From an optimization exercise on the open Yosys and OpenROAD flow, aimed at small area; shortcuts taken in it are not production practice.
The RTL was checked by simulation tests, not by an equivalence proof against the original design.
Power figures rest on the tool's default switching activity, not on a simulated workload.

## design/flow/flow/abc_area.script

```
strash
&get -n
&deepsyn -T 90
&dch -f
&nf -R 1000
&put
topo
```

## design/flow/config.mk

```make
export PLATFORM = sky130hd
export DESIGN_NAME = rms_current_meter
export DESIGN_NICKNAME = rms_current_meter
export VERILOG_FILES = /design/flow/design.v
export SDC_FILE = /design/flow/constraint.sdc
export NUM_CORES = 4
export LEC_CHECK = 0
export ABC_AREA = 1
export CAP_MARGIN = 20
export CORE_MARGIN = 2
export CORE_UTILIZATION = 60
export SLEW_MARGIN = 20
```

## design/flow/design.v

```verilog
package rcm_pkg;
    localparam int ADC_WIDTH_DEFAULT = 12;
    localparam int FRAC_W            = 16;
    localparam int CAL_W             = 24;
    localparam int WIN_W             = 12;
    localparam int SAMPLE_W          = 12;
    localparam int IN_DATA_W         = 16;
    localparam int RESULT_W          = 32;
    localparam int CFG_ADDR_W        = 1;
    localparam int CFG_DATA_W        = 24;
    localparam int MUL_W             = 32;
    localparam logic [WIN_W-1:0] WIN_RESET = 12'd1480;
    localparam logic [CFG_ADDR_W-1:0] REG_CALIBRATION  = 1'b0;
    localparam logic [CFG_ADDR_W-1:0] REG_SAMPLE_COUNT = 1'b1;
    localparam int               SCALE_SHIFT     = 5;
    localparam logic [MUL_W-1:0] SCALE_RCP       = 32'd858993460;
    localparam int               SCALE_RCP_SHIFT = 33;
endpackage
module rcm_sub #(
    parameter int WIDTH = 31
) (
    input  logic [WIDTH-1:0] a,
    input  logic [WIDTH-1:0] b,
    output logic [WIDTH-1:0] diff,
    output logic             ge
);
    logic [WIDTH:0] full;
    assign full = {1'b0, a} - {1'b0, b};
    assign diff = full[WIDTH-1:0];
    assign ge   = ~full[WIDTH];
endmodule
module rcm_mul #(
    parameter int WIDTH = 28
) (
    input  logic               clk,
    input  logic [WIDTH-1:0]   a,
    input  logic [WIDTH-1:0]   b,
    output logic [2*WIDTH-1:0] prod
);
    logic [2*WIDTH-1:0] prod_reg;
    always_ff @(posedge clk)
    begin
        prod_reg <= a * b;
    end
    assign prod = prod_reg;
endmodule
module rms_current_meter #(
    parameter int ADC_WIDTH = rcm_pkg::ADC_WIDTH_DEFAULT
) (
    input  logic                             clk,
    input  logic                             rst_n,
    input  logic [rcm_pkg::IN_DATA_W-1:0]    s_axis_tdata,
    input  logic                             s_axis_tvalid,
    output logic                             s_axis_tready,
    output logic [rcm_pkg::RESULT_W-1:0]     m_axis_tdata,
    output logic                             m_axis_tvalid,
    input  logic                             m_axis_tready,
    input  logic                             cfg_we,
    input  logic [rcm_pkg::CFG_ADDR_W-1:0]   cfg_addr,
    input  logic [rcm_pkg::CFG_DATA_W-1:0]   cfg_data
);
    localparam logic [3:0] S_IDLE = 4'd0;
    localparam logic [3:0] S_UPDP = 4'd1;
    localparam logic [3:0] S_UPDM = 4'd2;
    localparam logic [3:0] S_MUL  = 4'd3;
    localparam logic [3:0] S_WACC = 4'd4;
    localparam logic [3:0] S_ACC  = 4'd5;
    localparam logic [3:0] S_DIV  = 4'd6;
    localparam logic [3:0] S_SQRT = 4'd7;
    localparam logic [3:0] S_CMUL = 4'd8;
    localparam logic [3:0] S_WQ5  = 4'd9;
    localparam logic [3:0] S_Q5   = 4'd10;
    localparam logic [3:0] S_FIX  = 4'd11;
    localparam logic [3:0] S_OUT  = 4'd12;
    logic [3:0] o [8];
    logic [3:0] p [8];
    logic [3:0] a [16];
    logic [7:0] d8;
    logic [3:0] o_in, p_in, a_in;
    logic       p_en, d8_en;
    logic [3:0] state, state_n;
    logic [3:0] t;
    logic [5:0] k, k_n;
    logic       ofs_init, ofs_init_n;
    logic       acc_clr, acc_clr_n;
    logic       out_valid, out_valid_n;
    logic       div_tail, sq_tail0, sq_tail1, sq_rd, sq_wr, cm_tail0, cm_tail1;
    logic [23:0] cal_reg;
    logic [11:0] win_reg;
    logic        cal_def, win_def;
    logic       s_neg, s_neg_n;           
    logic [1:0] mcur, mcur_n;             
    logic [1:0] mnext, mnext_n;           
    logic       minit;                    
    logic       rsign, rsign_n;           
    logic       sq_q, sq_q_n;             
    logic [2:0] r5, r5_n;                 
    logic       xcar, ybor, cyc;
    logic [3:0] mp;                       
    logic       mq;                       
    logic [1:0] sh2;                      
    logic [1:0] rprev;                    
    logic [2:0] sprev;                    
    logic [1:0] qp;                       
    logic       qbor;
    logic [2:0]  tm8;
    logic [11:0] x;
    logic [11:0] win_eff;
    logic [25:0] calx;
    assign tm8     = t[2:0];
    assign x       = s_axis_tdata[11:0];
    assign win_eff = win_def ? 12'd1480 : win_reg;
    assign calx    = {cal_reg, 2'b00};
    function automatic logic [4:0] add4(input logic [3:0] fa, input logic [3:0] fb, input logic fc);
        logic c;
        c = fc;
        for (int i = 0; i < 4; i++)
        begin
            add4[i] = fa[i] ^ fb[i] ^ c;
            c       = (fa[i] & fb[i]) | (fa[i] & c) | (fb[i] & c);
        end
        add4[4] = c;
    endfunction
    function automatic logic [4:0] sub4(input logic [3:0] fa, input logic [3:0] fb, input logic fc);
        logic c;
        c = fc;
        for (int i = 0; i < 4; i++)
        begin
            sub4[i] = fa[i] ^ fb[i] ^ c;
            c       = (!fa[i] & fb[i]) | (!fa[i] & c) | (fb[i] & c);
        end
        sub4[4] = c;
    endfunction
    function automatic logic geq12(input logic [11:0] fa, input logic [11:0] fb);
        logic c;
        c = 1'b1;
        for (int i = 0; i < 12; i++)
            c = (fa[i] & !fb[i]) | (fa[i] & c) | (!fb[i] & c);
        geq12 = c;
    endfunction
    function automatic logic [3:0] rrow(input logic [2:0] row, input logic [11:0] xv);
        case (row)
            3'd4:    rrow = xv[3:0];
            3'd5:    rrow = xv[7:4];
            3'd6:    rrow = xv[11:8];
            default: rrow = 4'h0;
        endcase
    endfunction
    function automatic logic [3:0] orow(input logic init, input logic [2:0] row, input logic [3:0] v);
        if (init)
            orow = (row == 3'd6) ? 4'h8 : 4'h0;
        else
            orow = v;
    endfunction
    logic m_upd, m_updm, m_mul, m_mulw, m_acc, m_divw, m_div, m_sqw, m_sq, m_y, m_q5, m_fix;
    logic [2:0] mc;      
    logic [2:0] sc;      
    logic [3:0] tau;
    logic [2:0] fc;
    logic [3:0] xa, xb, ya, yb;
    logic       xc, yc;
    logic [4:0] xs, ys;
    logic [3:0] drow, orw;
    logic [3:0] rr, am, bm, mrow, mpe, m16, m32, pin, a1, a2, s1, cy, csh;
    logic [1:0] pin1, a1n, a2n, s1n, cyn, cshn, sumn;
    logic       cn1;
    logic [3:0] av, ad;
    logic [11:0] n_new;
    logic       dsub, qbit;
    logic [3:0] dain, dbin;
    logic [3:0] srow, root, sv, r4;
    logic       ssub;
    logic [3:0] qm, q0, qn, qr, zr, qo, krow;
    logic [5:0] qq;
    logic       br;
    always_comb
    begin
        tau    = k[3:0];
        div_tail = (t == 4'd0) && (state == S_DIV) && (k != 6'd0);
        sq_tail0 = (t == 4'd0) && (((state == S_SQRT) && (k != 6'd0)) || ((state == S_CMUL) && (k == 6'd0)));
        sq_tail1 = (t == 4'd1) && (((state == S_SQRT) && (k != 6'd0)) || ((state == S_CMUL) && (k == 6'd0)));
        cm_tail0 = (t == 4'd0) && (((state == S_CMUL) && (k != 6'd0)) || (state == S_WQ5));
        cm_tail1 = (t == 4'd1) && (((state == S_CMUL) && (k != 6'd0)) || (state == S_WQ5));
        sq_rd    = (state != S_SQRT) || (k >= 6'd22);
        sq_wr    = (state != S_SQRT) || (k >= 6'd21);
        minit    = ((state == S_MUL) && (k == 6'd0))
                || ((state == S_CMUL) && (((t >= 4'd10) && (k == 6'd0)) || ((t <= 4'd1) && (k == 6'd1))));
        fc     = k[2:0] - 3'd4;
        m_upd  = (state == S_UPDP) || (state == S_UPDM);
        m_updm = (state == S_UPDM);
        m_mulw = (state == S_CMUL) && (t >= 4'd10);
        m_mul  = (state == S_MUL) || m_mulw || cm_tail0 || cm_tail1;
        m_acc  = (state == S_ACC);
        m_divw = (state == S_DIV) && (k != 6'd52) && (t >= 4'd13);
        m_div  = m_divw || div_tail;
        m_sqw  = (state == S_SQRT) && (t >= 4'd10);
        m_sq   = m_sqw || sq_tail0 || sq_tail1;
        m_y    = (state == S_Q5);
        m_q5   = (state == S_Q5) && (tau >= 4'd4);
        m_fix  = (state == S_FIX);
        if (state == S_MUL)
            mc = tm8;
        else if (cm_tail0)
            mc = 3'd6;
        else if (cm_tail1)
            mc = 3'd7;
        else
            mc = tm8 - 3'd2;
        if (sq_tail0)
            sc = 3'd6;
        else if (sq_tail1)
            sc = 3'd7;
        else
            sc = tm8 - 3'd2;
        orw = orow(ofs_init, tm8, o[0]);
        rr  = rrow(tm8, x);
        am  = s_neg ? o[0] : rr;
        bm  = s_neg ? rr : o[0];
        if (m_upd)
        begin
            ya = rrow(tm8 + 3'd3, x);
            yb = orow(ofs_init, tm8 + 3'd3, o[3]);
            yc = (state == S_UPDP && tm8 == 3'd5) ? 1'b0 : ybor;
        end
        else
        begin
            ya = am;
            yb = bm;
            yc = (tm8 == 3'd0) ? 1'b0 : ybor;
        end
        ys = sub4(ya, yb, yc);
        drow = (m_updm && tm8 >= 3'd5) ? {4{s_neg}} : ys[3:0];
        if (state == S_MUL)
            mrow = ys[3:0];
        else if (mc == 3'd7)
            mrow = 4'h0;
        else
            mrow = a[0];
        mpe  = (mc == 3'd0) ? 4'h0 : mp;
        m16  = mpe;
        m32  = {mpe[2:0], (mc <= 3'd1) ? 1'b0 : mq};
        pin  = minit ? 4'h0 : p[0];
        a1   = mcur[0] ? m16 : 4'h0;
        a2   = mcur[1] ? m32 : 4'h0;
        s1   = pin ^ a1 ^ a2;
        cy   = (pin & a1) | (pin & a2) | (a1 & a2);
        csh  = {cy[2:0], (mc == 3'd0) ? 1'b0 : cyc};
        pin1 = (minit || mc == 3'd7) ? 2'b00 : p[1][1:0];
        a1n  = mcur[0] ? mrow[1:0] : 2'b00;
        a2n  = mcur[1] ? {mrow[0], mpe[3]} : 2'b00;
        s1n  = pin1 ^ a1n ^ a2n;
        cyn  = (pin1 & a1n) | (pin1 & a2n) | (a1n & a2n);
        cshn = {cyn[0], cy[3]};
        av = acc_clr ? 4'h0 : a[0];
        if (t == 4'd0)
            ad = d8[3:0];
        else if (t == 4'd1)
            ad = d8[7:4];
        else if (t <= 4'd9)
            ad = p[6];
        else if (t == 4'd13)
            ad = 4'h1;
        else
            ad = 4'h0;
        dsub = !rsign;
        if (div_tail)
        begin
            dain = {2'b00, p[0][0], rprev[1]};
            dbin = {4{dsub}};
        end
        else
        begin
            dain = {p[0][2:0], (t == 4'd13) ? sh2[1] : rprev[1]};
            dbin = a[0] ^ {4{dsub}};
        end
        if (sq_tail0)
            srow = sq_rd ? a[0] : 4'h0;
        else if (sq_tail1)
            srow = 4'h0;
        else
            srow = (k == 6'd0) ? 4'h0 : a[0];
        ssub = !rsign;
        root = {srow[2:0], (sc == 3'd0) ? sq_q : sprev[2]};
        sv   = (sc == 3'd0) ? {srow[0], sq_q, rsign, 1'b1} : {srow[0], sprev};
        r4   = {p[0][1:0], (sc == 3'd0) ? sh2 : rprev};
        case (tau)
            4'd0:    begin qm = 4'h0;     q0 = d8[3:0];  qn = d8[7:4]; end
            4'd1:    begin qm = d8[3:0];  q0 = d8[7:4];  qn = p[3];    end
            4'd2:    begin qm = d8[7:4];  q0 = p[2];     qn = p[3];    end
            4'd9:    begin qm = p[1];     q0 = p[2];     qn = 4'h0;    end
            4'd10:   begin qm = p[1];     q0 = 4'h0;     qn = 4'h0;    end
            4'd11:   begin qm = 4'h0;     q0 = 4'h0;     qn = 4'h0;    end
            default: begin qm = p[1];     q0 = p[2];     qn = p[3];    end
        endcase
        qr = {qn[0], q0[3:1]};
        case (r5)
            3'b110:  krow = (fc == 3'd0) ? 4'hd : 4'hc;
            3'b100:  krow = (fc == 3'd0) ? 4'ha : 4'h9;
            3'b011:  krow = (fc == 3'd0) ? 4'h7 : 4'h6;
            3'b001:  krow = (fc == 3'd0) ? 4'h4 : 4'h3;
            default: krow = 4'h0;
        endcase
        xa = ({4{m_updm}} & orw)
           | ({4{m_mul}}  & s1)
           | ({4{m_acc}}  & av)
           | ({4{m_div}}  & dain)
           | ({4{m_sq}}   & r4)
           | ({4{m_y}}    & qr)
           | ({4{m_fix}}  & p[0]);
        xb = ({4{m_updm}} & drow)
           | ({4{m_mul}}  & csh)
           | ({4{m_acc}}  & ad)
           | ({4{m_div}}  & dbin)
           | ({4{m_sq}}   & (sv ^ {4{ssub}}))
           | ({4{m_y}}    & qm)
           | ({4{m_fix}}  & ~krow);
        if (m_updm)
            xc = (tm8 == 3'd0) ? 1'b0 : xcar;
        else if (m_mul)
            xc = (mc == 3'd0) ? 1'b0 : xcar;
        else if (m_acc)
            xc = (t == 4'd0) ? 1'b0 : xcar;
        else if (m_div)
            xc = (t == 4'd13) ? dsub : xcar;
        else if (m_sq)
            xc = (sc == 3'd0) ? ssub : xcar;
        else if (m_y)
            xc = (tau == 4'd0) ? 1'b0 : xcar;
        else
            xc = (fc == 3'd0) ? 1'b1 : xcar;
        xs = add4(xa, xb, xc);
        sumn[0] = s1n[0] ^ cshn[0] ^ xs[4];
        cn1     = (s1n[0] & cshn[0]) | (s1n[0] & xs[4]) | (cshn[0] & xs[4]);
        sumn[1] = s1n[1] ^ cshn[1] ^ cn1;
        n_new = {xs[3:0], a[15], a[14]};
        qbit  = div_tail & !xs[1];
        zr = xs[3:0];
        qq[1:0] = (tau == 4'd4) ? 2'b00 : qp;
        br      = (tau == 4'd4) ? 1'b0 : qbor;
        for (int b = 0; b < 4; b++)
        begin
            qq[b + 2] = zr[b] ^ qq[b] ^ br;
            br        = (!zr[b] & (qq[b] | br)) | (qq[b] & br);
        end
        qo = qq[5:2];
    end
    always_comb
    begin
        state_n     = state;
        k_n         = k;
        ofs_init_n  = ofs_init;
        acc_clr_n   = acc_clr;
        out_valid_n = out_valid;
        s_neg_n     = s_neg;
        mcur_n      = mcur;
        mnext_n     = mnext;
        rsign_n     = rsign;
        sq_q_n      = sq_q;
        r5_n        = r5;
        o_in  = o[0];
        p_in  = p[0];
        a_in  = a[0];
        p_en  = 1'b1;
        d8_en = 1'b0;
        s_axis_tready = 1'b0;
        if (m_updm)
        begin
            o_in = xs[3:0];
            if (tm8 == 3'd4)
                s_neg_n = ys[3];
        end
        if (state == S_UPDP && tm8 == 3'd7)
            state_n = S_UPDM;
        if (state == S_UPDM && tm8 == 3'd7)
        begin
            ofs_init_n = 1'b0;
            state_n    = S_MUL;
            k_n        = '0;
            mcur_n     = 2'b00;
        end
        if (m_mul)
            p_in = {sumn, xs[3:2]};
        if (state == S_MUL)
        begin
            if (tm8 == k[3:1])
                mnext_n = k[0] ? mrow[3:2] : mrow[1:0];
            if (tm8 == 3'd0 && k >= 6'd11)
                d8_en = 1'b1;
            if (tm8 == 3'd7)
            begin
                mcur_n  = mnext;
                k_n     = k + 6'd1;
                if (k == 6'd14)
                begin
                    s_axis_tready = 1'b1;
                    state_n       = (t == 4'd15) ? S_ACC : S_WACC;
                end
            end
        end
        if (state == S_WACC && t == 4'd15)
            state_n = S_ACC;
        if (state == S_CMUL)
        begin
            if (t == 4'd9)
            begin
                mcur_n  = calx[{k[3:0], 1'b0} +: 2] & {2{!cal_def}};
            end
            if (t == 4'd10 && k >= 6'd9)
                d8_en = 1'b1;
            if (t == 4'd15)
            begin
                k_n        = k + 6'd1;
                if (k == 6'd12)
                begin
                    state_n = S_WQ5;
                    k_n     = '0;
                end
            end
        end
        if (m_acc)
        begin
            a_in = xs[3:0];
            if (t == 4'd15)
            begin
                acc_clr_n = 1'b0;
                if (geq12(n_new, win_eff))
                begin
                    state_n = S_DIV;
                    k_n     = '0;
                    rsign_n = 1'b0;
                end
                else
                    state_n = S_IDLE;
            end
        end
        if (div_tail)
            rsign_n = xs[1];
        if (m_div)
            p_in = xs[3:0];
        if (state == S_DIV)
        begin
            if (t <= 4'd12)
                a_in = {a[0][2:0], (t == 4'd0) ? qbit : sh2[1]};
            if ((k == 6'd0 && t <= 4'd7) || k == 6'd52)
                p_in = 4'h0;
            if (t == 4'd15)
            begin
                k_n = k + 6'd1;
                if (k == 6'd52)
                begin
                    state_n = S_SQRT;
                    k_n     = '0;
                    rsign_n = 1'b0;
                    sq_q_n  = 1'b0;
                end
            end
        end
        if (state == S_SQRT && k < 6'd20 && t <= 4'd9)
            a_in = {a[0][1:0], (t == 4'd0) ? 2'b00 : sh2};
        if (m_sq)
        begin
            p_in = xs[3:0];
            if (sc == 3'd7)
            begin
                rsign_n = xs[3];
                sq_q_n  = !xs[3];
            end
            else if (sc != 3'd6 || sq_wr)
                a_in = root;
        end
        if (state == S_SQRT && t == 4'd15)
        begin
            k_n        = k + 6'd1;
            if (k == 6'd28)
            begin
                state_n = S_CMUL;
                k_n     = '0;
            end
        end
        if (state == S_WQ5 && tm8 == 3'd5)
        begin
            state_n = S_Q5;
            k_n     = '0;
        end
        if (m_q5)
            p_in = qo;
        if (m_y)
        begin
            k_n = k + 6'd1;
            if (tau == 4'd11)
            begin
                r5_n    = qo[3:1];
                state_n = S_FIX;
            end
        end
        if (m_fix)
        begin
            p_in = xs[3:0];
            k_n  = k + 6'd1;
            if (fc == 3'd7)
            begin
                state_n     = S_OUT;
                out_valid_n = 1'b1;
                acc_clr_n   = 1'b1;
            end
        end
        if (state == S_OUT)
        begin
            p_en = 1'b0;
            if (m_axis_tready)
            begin
                out_valid_n = 1'b0;
                state_n     = S_IDLE;
            end
        end
        if (state == S_IDLE && s_axis_tvalid && tm8 == 3'd4)
            state_n = S_UPDP;
    end
    always_ff @(posedge clk or negedge rst_n)
    begin
        if (!rst_n)
        begin
            state     <= S_IDLE;
            t         <= '0;
            ofs_init  <= 1'b1;
            acc_clr   <= 1'b1;
            out_valid <= 1'b0;
            cal_def   <= 1'b1;
            win_def   <= 1'b1;
        end
        else
        begin
            state     <= state_n;
            t         <= t + 4'd1;
            ofs_init  <= ofs_init_n;
            acc_clr   <= acc_clr_n;
            out_valid <= out_valid_n;
            if (cfg_we && cfg_addr == rcm_pkg::REG_CALIBRATION)
                cal_def <= 1'b0;
            if (cfg_we && cfg_addr == rcm_pkg::REG_SAMPLE_COUNT)
                win_def <= 1'b0;
        end
    end
    always_ff @(posedge clk)
    begin
        if (cfg_we && cfg_addr == rcm_pkg::REG_CALIBRATION)
            cal_reg <= cfg_data[23:0];
        if (cfg_we && cfg_addr == rcm_pkg::REG_SAMPLE_COUNT)
            win_reg <= cfg_data[11:0];
        for (int i = 0; i < 7; i++)
            o[i] <= o[i + 1];
        o[7] <= o_in;
        if (p_en)
        begin
            for (int i = 0; i < 6; i++)
                p[i] <= p[i + 1];
            p[6][1:0] <= p[7][1:0];
        end
        p[6][3:2] <= p[7][3:2];
        p[7]      <= p_in;
        for (int i = 0; i < 15; i++)
            a[i] <= a[i + 1];
        a[15] <= a_in;
        if (d8_en)
            d8 <= {xs[1:0], d8[7:2]};
        k        <= k_n;
        s_neg <= s_neg_n;
        mcur  <= mcur_n;
        mnext <= mnext_n;
        rsign <= rsign_n;
        sq_q  <= sq_q_n;
        r5    <= r5_n;
        xcar  <= xs[4];
        cyc   <= cy[3];
        ybor  <= ys[4];
        mp    <= mrow;
        mq    <= mp[3];
        sh2   <= a[0][3:2];
        rprev <= p[0][3:2];
        sprev <= srow[3:1];
        qp    <= qo[3:2];
        qbor  <= br;
    end
    assign m_axis_tdata  = {6'd0, p[6][1:0], p[5], p[4], p[3], p[2], p[1], p[0]};
    assign m_axis_tvalid = out_valid;
endmodule
```

## design/flow/flow/run.sh

```bash
#!/bin/bash
# The standard layout (bash standard.sh: the standard flow's synthesis script and the ORFS flow) with
# three changes passed to ORFS through its environment:
#  - synthesis maps logic with flow/abc_area.script (a deeper area-oriented ABC script);
#    ORFS's scripts are copied to scripts_area/ and only abc_area.script is replaced, so
#    every other step, and the flip-flop mapping, are the standard ones;
#  - ports are buffered with the smallest buffer, sky130_fd_sc_hd__buf_1;
#  - clock tree synthesis uses clkbuf_4 in clusters of at most 8 sinks, no dummy loads.
# Everything make prints goes to standard_make.log; ORFS keeps each step's log in orfs/logs.
set -euo pipefail
rm -rf scripts_area
cp -r "$FLOW_HOME/scripts" scripts_area
cp flow/abc_area.script scripts_area/abc_area.script
export SCRIPTS_DIR="$PWD/scripts_area"
export BUFFER_PORTS_ARGS="-buffer_cell sky130_fd_sc_hd__buf_1"
export CTS_ARGS="-sink_clustering_enable -sink_clustering_size 8 -sink_clustering_max_diameter 60 -repair_clock_nets -dont_use_dummy_load -buf_list sky130_fd_sc_hd__clkbuf_4"
bash standard.sh > standard_make.log 2>&1
```

## design/flow/constraint.sdc

```tcl
create_clock -name core_clock -period 11.0 [get_ports {clk}]
set_input_delay 2.2000 -clock core_clock [delete_from_list [all_inputs] [get_ports {clk}]]
set_output_delay 2.2000 -clock core_clock [all_outputs]
set_load 0.01 [all_outputs]
```

## design/flow/standard.sh

```bash
#!/bin/bash
# synth_recipe.tcl (not shown) runs the flow's synth.tcl, then flattens the netlist and writes it again
# the make line also repeats each setting of config.mk as NAME=value (left out here)
make -C /OpenROAD-flow-scripts/flow DESIGN_CONFIG=/design/flow/config.mk WORK_HOME=/design/flow/orfs CLKGATE_MAP_FILE= SYNTH_SCRIPT=/design/flow/synth_recipe.tcl "${@:-finish}"
```

==> summary.txt, run 1 <==
Outcome
  – Status: complete, no violations

Clocking
  – Total CTS buffers: 31
  – CTS sink cnt: 219
  – Hold buffers post-CTS: 0
  – H-tree lvl count: 1
  – Post-CTS setup buffer count: 0
  – Post-CTS Resized: 0
  – Clk slew on worst S/H paths: 0.10 ns
  – CTS tree: done
  – Clk Latency, worst-skew pair: 0.67 ns
  – Clk buf depth: 3
  – CTS Root Buffer Type: clkbuf_4

Power and ir drop
  – Leakage: 3.473 nW
  – Peak VDD IR: about 0.13 mV
  – PwrDens: 129.9 nW/um2
  – Total power: about 1.2 mW

GRT
  – GRT overflow: 0
  – Vias in the first global route: 6798
  – First-pass GRT wire length: ~38000 um
  – Total track usage: 31.46%
  – Largest net degree at the start of global routing: 27
  – Initial antenna violation count: 0

Layout
  – Leading cell type in the layout, fill and taps excluded: dfxtp_1
  – Biggest register: a
  – Number of flip-flops in the largest register: 64
  – Commonest cells after routing, fill and taps aside: 130 x dfxtp_1, 90 x nand2_1, 76 x edfxtp_1
  – Nets@finish: 969
  – Area of the multi-input gates: 3364 um2
  – Non-Filler Cell Area, Final: around 9500 um2
  – Largest regs: a (64), o (32), p (32)
  – Fraction of layout cells with a size suffix above 1: slightly above 5%
  – Final core occ: 66.21%
  – Area growth, synth to finish: 8.644%
  – Sequential Area: 5215 um2
  – Final Non-Filler Cells: 1072
  – Fillers: 1118

Critical path
  – Crit path from: t[1]
  – CP arrival: between 8 and 9 ns
  – R2R Path Start: t[1]
  – Worst setup path category: reg2reg
  – Data required time at the worst endpoint: 11.59 ns
  – Critical path launch point type: register
  – Worst Path Max Fanout: 12
  – Worst setup EP type: register

Die
  – Core ar.: 14370 um2
  – Starting Density: 60.95%
  – Die Width: 124.8 um
  – I/O pin cnt: 80
  – Row count: 44
  – Vert. Die Dim: 124.8 um
  – Die ar.: 15580 um2

Drt
  – WL met1: 9687 um
  – Top sig layer: met4
  – Wire per inst: around 23 um
  – Drt drc: 0
  – Wire length on met2: between 10000 and 15000 um
  – DRT Pass-1 Iters: 9
  – Drt first-iter violations: just over 900
  – Via count: approximately 6900
  – Routed Wire Length: between 20000 and 25000 um
  – Metal3 WL: 2262 um
  – Vias/cell: 6.479
  – Post-route ant nets: 0

Yosys
  – Syn avg cell area: 11.20 um2
  – Simple-gate share of the synthesized area: 14.07%
  – Post-Synth XOR/XNOR Area: 0.9001%
  – Post-synthesis mux area share: less than 1%
  – Ys Warns: 4
  – Post-synthesis cell type count: 57
  – Sequential-to-total area share from yosys stat: 59.55%
  – Number of flops mapped to enable cells by yosys: 76
  – Post-synth top flop: dfxtp_1
  – Synth Area in Compound Gates: between 10% and 20%
  – Yosys reg bits: approximately 220
  – Synth Cell Area: 8757 um2
  – Main combinational cell family by area after synthesis: compound AO/OA/AOI/OAI gates
  – Async S/R FF share, synth: 5.936%
  – Adder-Cell Fraction of Synth Area: 6.401%
  – Syn Inst Count: 782

STA
  – RSZ-0062 raised after global routing: false
  – Max Freq: 130.6 MHz
  – Final Cycle Share: 69.59%
  – Worst Max-Slew Pin Slew: about 0.92 ns
  – Slew margin rel.: 38.21%
  – Final Critical Period: 7.655 ns
  – Final setup margin: between 3 and 4 ns
  – Hold Violations, Final: 0
  – Layout Skew: around 0.065 ns
  – Max-slew violation count: 0
  – Setup TNS Final: 0 ns
  – WHS: 0.3209 ns
  – Final setup violation count: 0

Placed design
  – Final GP Congestion: 0.9874
  – Pre-CTS worst setup slack: approximately 3.0 ns
  – Port Buffer Count: 69
  – DP Area: 9274 um2
  – Cells after DPL: between 1000 and 1500
  – Dpl hpwl: 18210 um

Flow run
  – Max cap viols: 0

Min path
  – Hold Crit Start: a[8][3]
  – Hold Crit Class: reg2reg
-- cells by family (layout without fill, tap and decap cells) --
logic type,Yosys count,count (layout)
AOI/OAI and AO/OA,205,205
xor gates and xnor gates,9,9
adders and majority gates,34,34
buffers and inverters,48,148
DFF,219,219
muxes,4,4
other,1,7
and+or+nand+nor,262,262
-- synth_stat cells (9+ instances only) --
cell	count	area share (%)
dfxtp_1	130	30
nand2_1	90	3.9
edfxtp_1	76	26
nor2_1	56	2.4
a21oi_1	43	2.5
o21ai_0	43	2.5
clkinv_1	40	1.7
and2_0	26	1.9
fa_1	18	4.1
nand3_1	17	0.97
nor3_1	17	0.97
ha_1	16	2.3
a221oi_1	14	1.4
nor2b_1	14	1.0
a222oi_1	13	1.5
and3_1	12	0.86
nand2b_1	12	0.86
a22oi_1	10	0.86
o22ai_1	10	0.71
a31oi_1	9	0.64
dfrtp_1	9	2.6
-- worst paths after layout --
path,slack (ns),to,depth (start not counted)
setup / recovery,3.35,k[2],23
hold / removal,0.32,a[7][3],0
setup reg to reg,3.35,k[2],23
hold reg to reg,0.32,a[7][3],0
max in group asynchronous,8.81,t[0],1
min in group asynchronous,1.61,t[1],1
-- layer usage --
layer	track usage, %	vias to the layer above
li1	-	3090
met1	40.34	3343
met2	52.52	436
met3	7.775	76
met4	10.92	0
met5	0	-
-- final cells by class --
| class | instances | share of cell area, % |
|---|---|---|
| antenna | 1 | 0.02630 |
| sequential | 219 | 54.81 |
| inverter | 40 | 1.578 |
| clock buffer | 31 | 2.446 |
| multi-input combinational | 520 | 35.36 |
| tap | 184 | 2.420 |
| timing repair buffer | 77 | 3.353 |
-- critical path, cell delays in order (launching register included) --
cell	delay [ns]
dfrtp_1	0.64
clkinv_1	0.29
ha_1	0.33
xor2_1	0.25
nor2_1	0.08
and2_0	0.29
a22oi_1	0.26
o21ai_0	0.13
a221oi_1	0.33
fa_1	0.53
o211ai_1	0.28
a2111oi_0	0.12
o2111ai_1	0.14
a31oi_1	0.12
fa_1	0.44
fa_1	0.39
fa_1	0.39
fa_1	0.87
o32ai_1	0.15
a21oi_1	0.17
a211oi_1	0.14
nor4_1	0.74
clkinv_1	0.26
o22ai_1	0.22
-- power breakdown --
group,internal (mW),switching [mW],total [mW]
clock network,0.129,0.244,0.373
logic,0.00581,0.0103,0.0161
registers,0.844,0.00338,0.847
total,0.979,0.258,1.24
==> run 2: changes to the inputs <==
--- a/design/flow/design.v
+++ b/design/flow/design.v
@@ -158,4 +158,5 @@
     logic [3:0] tau;
     logic [2:0] fc;
+    logic [2:0] tm8m2, tm8p3;
     logic [3:0] xa, xb, ya, yb;
     logic       xc, yc;
@@ -177,4 +178,6 @@
     begin
         tau    = k[3:0];
+        tm8m2  = {tm8[2] ^ !tm8[1], !tm8[1], tm8[0]};
+        tm8p3  = {tm8[2] ^ (tm8[1] | tm8[0]), !(tm8[1] ^ tm8[0]), !tm8[0]};
         div_tail = (t == 4'd0) && (state == S_DIV) && (k != 6'd0);
         sq_tail0 = (t == 4'd0) && (((state == S_SQRT) && (k != 6'd0)) || ((state == S_CMUL) && (k == 6'd0)));
@@ -186,5 +189,5 @@
         minit    = ((state == S_MUL) && (k == 6'd0))
                 || ((state == S_CMUL) && (((t >= 4'd10) && (k == 6'd0)) || ((t <= 4'd1) && (k == 6'd1))));
-        fc     = k[2:0] - 3'd4;
+        fc     = {!k[2], k[1:0]};
         m_upd  = (state == S_UPDP) || (state == S_UPDM);
         m_updm = (state == S_UPDM);
@@ -206,5 +209,5 @@
             mc = 3'd7;
         else
-            mc = tm8 - 3'd2;
+            mc = tm8m2;
         if (sq_tail0)
             sc = 3'd6;
@@ -212,5 +215,5 @@
             sc = 3'd7;
         else
-            sc = tm8 - 3'd2;
+            sc = tm8m2;
         orw = orow(ofs_init, tm8, o[0]);
         rr  = rrow(tm8, x);
@@ -219,6 +222,6 @@
         if (m_upd)
         begin
-            ya = rrow(tm8 + 3'd3, x);
-            yb = orow(ofs_init, tm8 + 3'd3, o[3]);
+            ya = rrow(tm8p3, x);
+            yb = orow(ofs_init, tm8p3, o[3]);
             yc = (state == S_UPDP && tm8 == 3'd5) ? 1'b0 : ybor;
         end
@@ -295,8 +298,8 @@
         qr = {qn[0], q0[3:1]};
         case (r5)
-            3'b110:  krow = (fc == 3'd0) ? 4'hd : 4'hc;
-            3'b100:  krow = (fc == 3'd0) ? 4'ha : 4'h9;
-            3'b011:  krow = (fc == 3'd0) ? 4'h7 : 4'h6;
-            3'b001:  krow = (fc == 3'd0) ? 4'h4 : 4'h3;
+            3'b110:  krow = 4'h3;
+            3'b100:  krow = 4'h6;
+            3'b011:  krow = 4'h9;
+            3'b001:  krow = 4'hc;
             default: krow = 4'h0;
         endcase
@@ -314,5 +317,5 @@
            | ({4{m_sq}}   & (sv ^ {4{ssub}}))
            | ({4{m_y}}    & qm)
-           | ({4{m_fix}}  & ~krow);
+           | ({4{m_fix}}  & krow);
         if (m_updm)
             xc = (tm8 == 3'd0) ? 1'b0 : xcar;
@@ -328,5 +331,5 @@
             xc = (tau == 4'd0) ? 1'b0 : xcar;
         else
-            xc = (fc == 3'd0) ? 1'b1 : xcar;
+            xc = (fc == 3'd0) ? 1'b0 : xcar;
         xs = add4(xa, xb, xc);
         sumn[0] = s1n[0] ^ cshn[0] ^ xs[4];
--- a/design/flow/flow/run.sh
+++ b/design/flow/flow/run.sh
@@ -1,8 +1,9 @@
 #!/bin/bash
 # The standard layout (bash standard.sh: the standard flow's synthesis script and the ORFS flow) with
-# three changes passed to ORFS through its environment:
+# these changes passed to ORFS through its environment:
 #  - synthesis maps logic with flow/abc_area.script (a deeper area-oriented ABC script);
 #    ORFS's scripts are copied to scripts_area/ and only abc_area.script is replaced, so
 #    every other step, and the flip-flop mapping, are the standard ones;
+#  - no adder cells are pre-mapped (ADDER_MAP_FILE empty), so ABC maps all logic;
 #  - ports are buffered with the smallest buffer, sky130_fd_sc_hd__buf_1;
 #  - clock tree synthesis uses clkbuf_4 in clusters of at most 8 sinks, no dummy loads.
@@ -13,4 +14,5 @@
 cp flow/abc_area.script scripts_area/abc_area.script
 export SCRIPTS_DIR="$PWD/scripts_area"
+export ADDER_MAP_FILE=
 export BUFFER_PORTS_ARGS="-buffer_cell sky130_fd_sc_hd__buf_1"
 export CTS_ARGS="-sink_clustering_enable -sink_clustering_size 8 -sink_clustering_max_diameter 60 -repair_clock_nets -dont_use_dummy_load -buf_list sky130_fd_sc_hd__clkbuf_4"
==> design/flow/flow/abc_area.script (replaced) <==
strash
&get -n
&deepsyn -T 60
&dch -f
&nf -R 1000
&put
strash
&get -n
&deepsyn -T 30
&dch -f
&nf -R 1000
&put
topo
--- a/design/flow/config.mk
+++ b/design/flow/config.mk
@@ -9,4 +9,4 @@
 export CAP_MARGIN = 20
 export CORE_MARGIN = 2
-export CORE_UTILIZATION = 60
+export CORE_UTILIZATION = 65
 export SLEW_MARGIN = 20
==> summary.txt, run 2 <==
Clocking
  – Hold buffers post-CTS: 0
  – Clk buf depth: 3
  – Clk slew on worst S/H paths: about 0.11 ns
  – Post-CTS setup buffer count: 0
  – CTS tree: done
  – Clk Latency, worst-skew pair: approximately 0.71 ns
  – Post-CTS Resized: 0
  – CTS sink cnt: ~220
  – H-tree lvl count: 1
  – CTS Root Buffer Type: clkbuf_4
  – Total CTS buffers: 31

STA
  – Slew margin rel.: between 30% and 40%
  – Final setup margin: 3.667 ns
  – RSZ-0062 raised after global routing: false
  – Final Cycle Share: 66.66%
  – Hold Violations, Final: 0
  – Max Freq: 136.4 MHz
  – Max-slew violation count: 0
  – Setup TNS Final: 0 ns
  – Layout Skew: roughly 0.085 ns
  – Worst Max-Slew Pin Slew: about 0.96 ns
  – Final Critical Period: 7.333 ns
  – WHS: 0.3129 ns
  – Final setup violation count: 0

Layout
  – Non-Filler Cell Area, Final: 9310 um2
  – Number of flip-flops in the largest register: 64
  – Nets@finish: 955
  – Fraction of layout cells with a size suffix above 1: 4.851%
  – Biggest register: a
  – Commonest cells after routing, fill and taps aside: 130 x dfxtp_1, 89 x nand2_1, 76 x edfxtp_1
  – Leading cell type in the layout, fill and taps excluded: dfxtp_1
  – Largest regs: a (64), o (32), p (32)
  – Area growth, synth to finish: 8.485%

GRT
  – Total track usage: 35.41%
  – Vias in the first global route: just over 7000
  – First-pass GRT wire length: 38430 um
  – Initial antenna violation count: 1
  – GRT overflow: 0
  – Largest net degree at the start of global routing: 27

Outcome
  – Status: complete, no violations

Yosys
  – Ys Warns: 4
  – Syn avg cell area: about 11 um2
  – Syn Inst Count: about 800
  – Top area cells in the synthesized netlist: dfxtp_1 30%, edfxtp_1 27%, nand2_1 3.9%
  – Post-synth top flop: dfxtp_1
  – Yosys reg bits: 219
  – Sequential-to-total area share from yosys stat: around three fifths
  – Post-synthesis cell type count: between 50 and 60
  – Largest area contributor in the netlist: dfxtp_1
  – Synth Cell Area: 8582 um2
  – Number of flops mapped to enable cells by yosys: 76
  – Most frequent cell after synthesis: dfxtp_1
  – Most common library cells after synthesis: 130 x dfxtp_1, 90 x nand2_1, 76 x edfxtp_1
  – Async S/R FF share, synth: 5.936%
  – Post-synth top area share: 30.33%

Die
  – Vert. Die Dim: about 120 um
  – Row count: 41
  – Starting Density: 67.19%
  – Core ar.: 12770 um2
  – I/O pin cnt: 80
  – Die ar.: 14140 um2
  – Die Width: between 100 and 150 um

Flow run
  – Max cap viols: 0

Critical path
  – CP dominant cell by count: a21oi_1
  – Worst setup EP type: register
  – Worst setup path category: reg2reg
  – Slowest CP cell: nor2_1
  – Max incr delay on CP: approximately 0.80 ns
  – CP arrival: 7.97 ns
  – Worst Path Max Fanout: 12
  – Critical path launch point type: register
  – Data required time at the worst endpoint: 11.64 ns

Drt
  – Via count: 7152
  – Drt first-iter violations: 846
  – Routed Wire Length: 24680 um
  – Post-route ant nets: 0
  – Drt drc: 0
  – Wire per inst: ~23 um
  – Vias/cell: approximately 6.6
  – DRT Pass-1 Iters: 6

Min path
  – Hold Crit Class: reg2reg

Power and ir drop
  – Leakage: about 3.4 nW
  – Total power: 1.243 mW
  – PwrDens: 133.5 nW/um2
  – Peak VDD IR: 0.1231 mV

Placed design
  – Dpl hpwl: 18440 um
  – Pre-CTS worst setup slack: 3.490 ns
  – DP Area: just over 9000 um2
  – Final GP Congestion: roughly 1.0
  – Port Buffer Count: 69
[run 2: kinds of logic (layout without fill, tap and decap cells)]
family / Yosys count / in the layout / synth area share (%)
buffers and inverters: 27 / 125 / 1.531
multiplexers: 6 / 6 / 0.7581
flip-flops: 219 / 219 / 60.77
AND/OR/NAND/NOR: 294 / 294 / 16.08
XOR/XNOR: 33 / 33 / 3.368
adder cells (fa/ha/maj): 9 / 9 / 1.050
AO/OA/AOI/OAI: 215 / 215 / 16.40
other: 1 / 7 / 0.04370
[run 2: power by group]
group / internal [mW] / switching [mW] / total (mW)
logic: 0.00607 / 0.0112 / 0.0173
clock network: 0.128 / 0.250 / 0.378
registers: 0.844 / 0.00345 / 0.848
[run 2: layer usage]
metal	track usage [%]	wire length, um	up-vias	share of wire (%)
li1	-	-	3176	-
met1	44.92	9174	3308	37
met2	59.02	11650	539	47
met3	6.801	2607	129	11
met4	16.15	1250	0	5.1
met5	0	0	-	0
[run 2: metrics by stage]
| stage | util [%] | std cells |
|---|---|---|
| after detailed placement | 70.95 | 1048 |
| final | 72.89 | 1080 |
| after global routing | 72.89 | 1080 |
| after floorplan | - | 809 |
| after CTS | 72.77 | 1079 |
| after global placement | 70.95 | 1048 |
[run 2: final timing paths]
check | from | end | slack (ns) | cells past startpoint
max in group asynchronous | rst_n | t[1] | 8.88 | 1
hold / removal | o[5][3] | o[4][3] | 0.31 | 0
setup / recovery | t[0] | k[5] | 3.67 | 25
hold reg to reg | o[5][3] | o[4][3] | 0.31 | 0
setup reg to reg | t[0] | k[5] | 3.67 | 25
min in group asynchronous | rst_n | out_valid | 1.56 | 1
[run 2: worst max-delay path: cells and delay by family, from the launching register on]
family | cells | cell delay [ns]
muxes | 1 | 0.35
and+or+nand+nor | 8 | 2.21
AOI/OAI and AO/OA | 11 | 2.30
xor gates and xnor gates | 3 | 1.30
buffers and inverters | 2 | 0.51
DFF | 1 | 0.68
[run 2: final cells by class]
| cell class | instances | area [um2] |
|---|---|---|
| Sequential cell | 219 | 5215 |
| Fill cell | 930 | 3463 |
| Multi-Input combinational cell | 563 | 3269 |
| Timing Repair Buffer | 75 | 304.0 |
| Clock buffer | 31 | 232.7 |
| Tap cell | 172 | 215.2 |
| Inverter | 19 | 71.32 |
| Antenna cell | 1 | 2.502 |

==> what the ideal ports hide <==
No port has a modelled driver above. Below, the same layouts with a new extraction and two added sets of constraints. Step 1 sets driving cells, clkbuf_16 on the clock port and buf_2 on the other inputs (assumed; they add their load-dependent delay and slew). Step 2, shift: input delay + t, output delay - t, t = (earliest + latest rising clock arrival at the registers) / 2. This alone moves slack from input paths to output paths. a / b / c = ideal / step 1 / step 2; a / b = the first two.
run	shift t [ns]	setup slack, ns	worst setup path after step 2	latest minus earliest clock arrival (ns)	worst data-port slew with drivers (ns)
run 1	0.679	3.345 / 3.345 / 2.838	input to register	0.066 / 0.065	0.04
run 2	0.710	3.667 / 3.667 / 3.215	input to register	0.085 / 0.085	0.04
After both steps setup and hold are still met in every run listed. For run 1, which loses most, drivers alone change the setup slack by 0.000 ns; drivers and shift together by -0.507 ns.
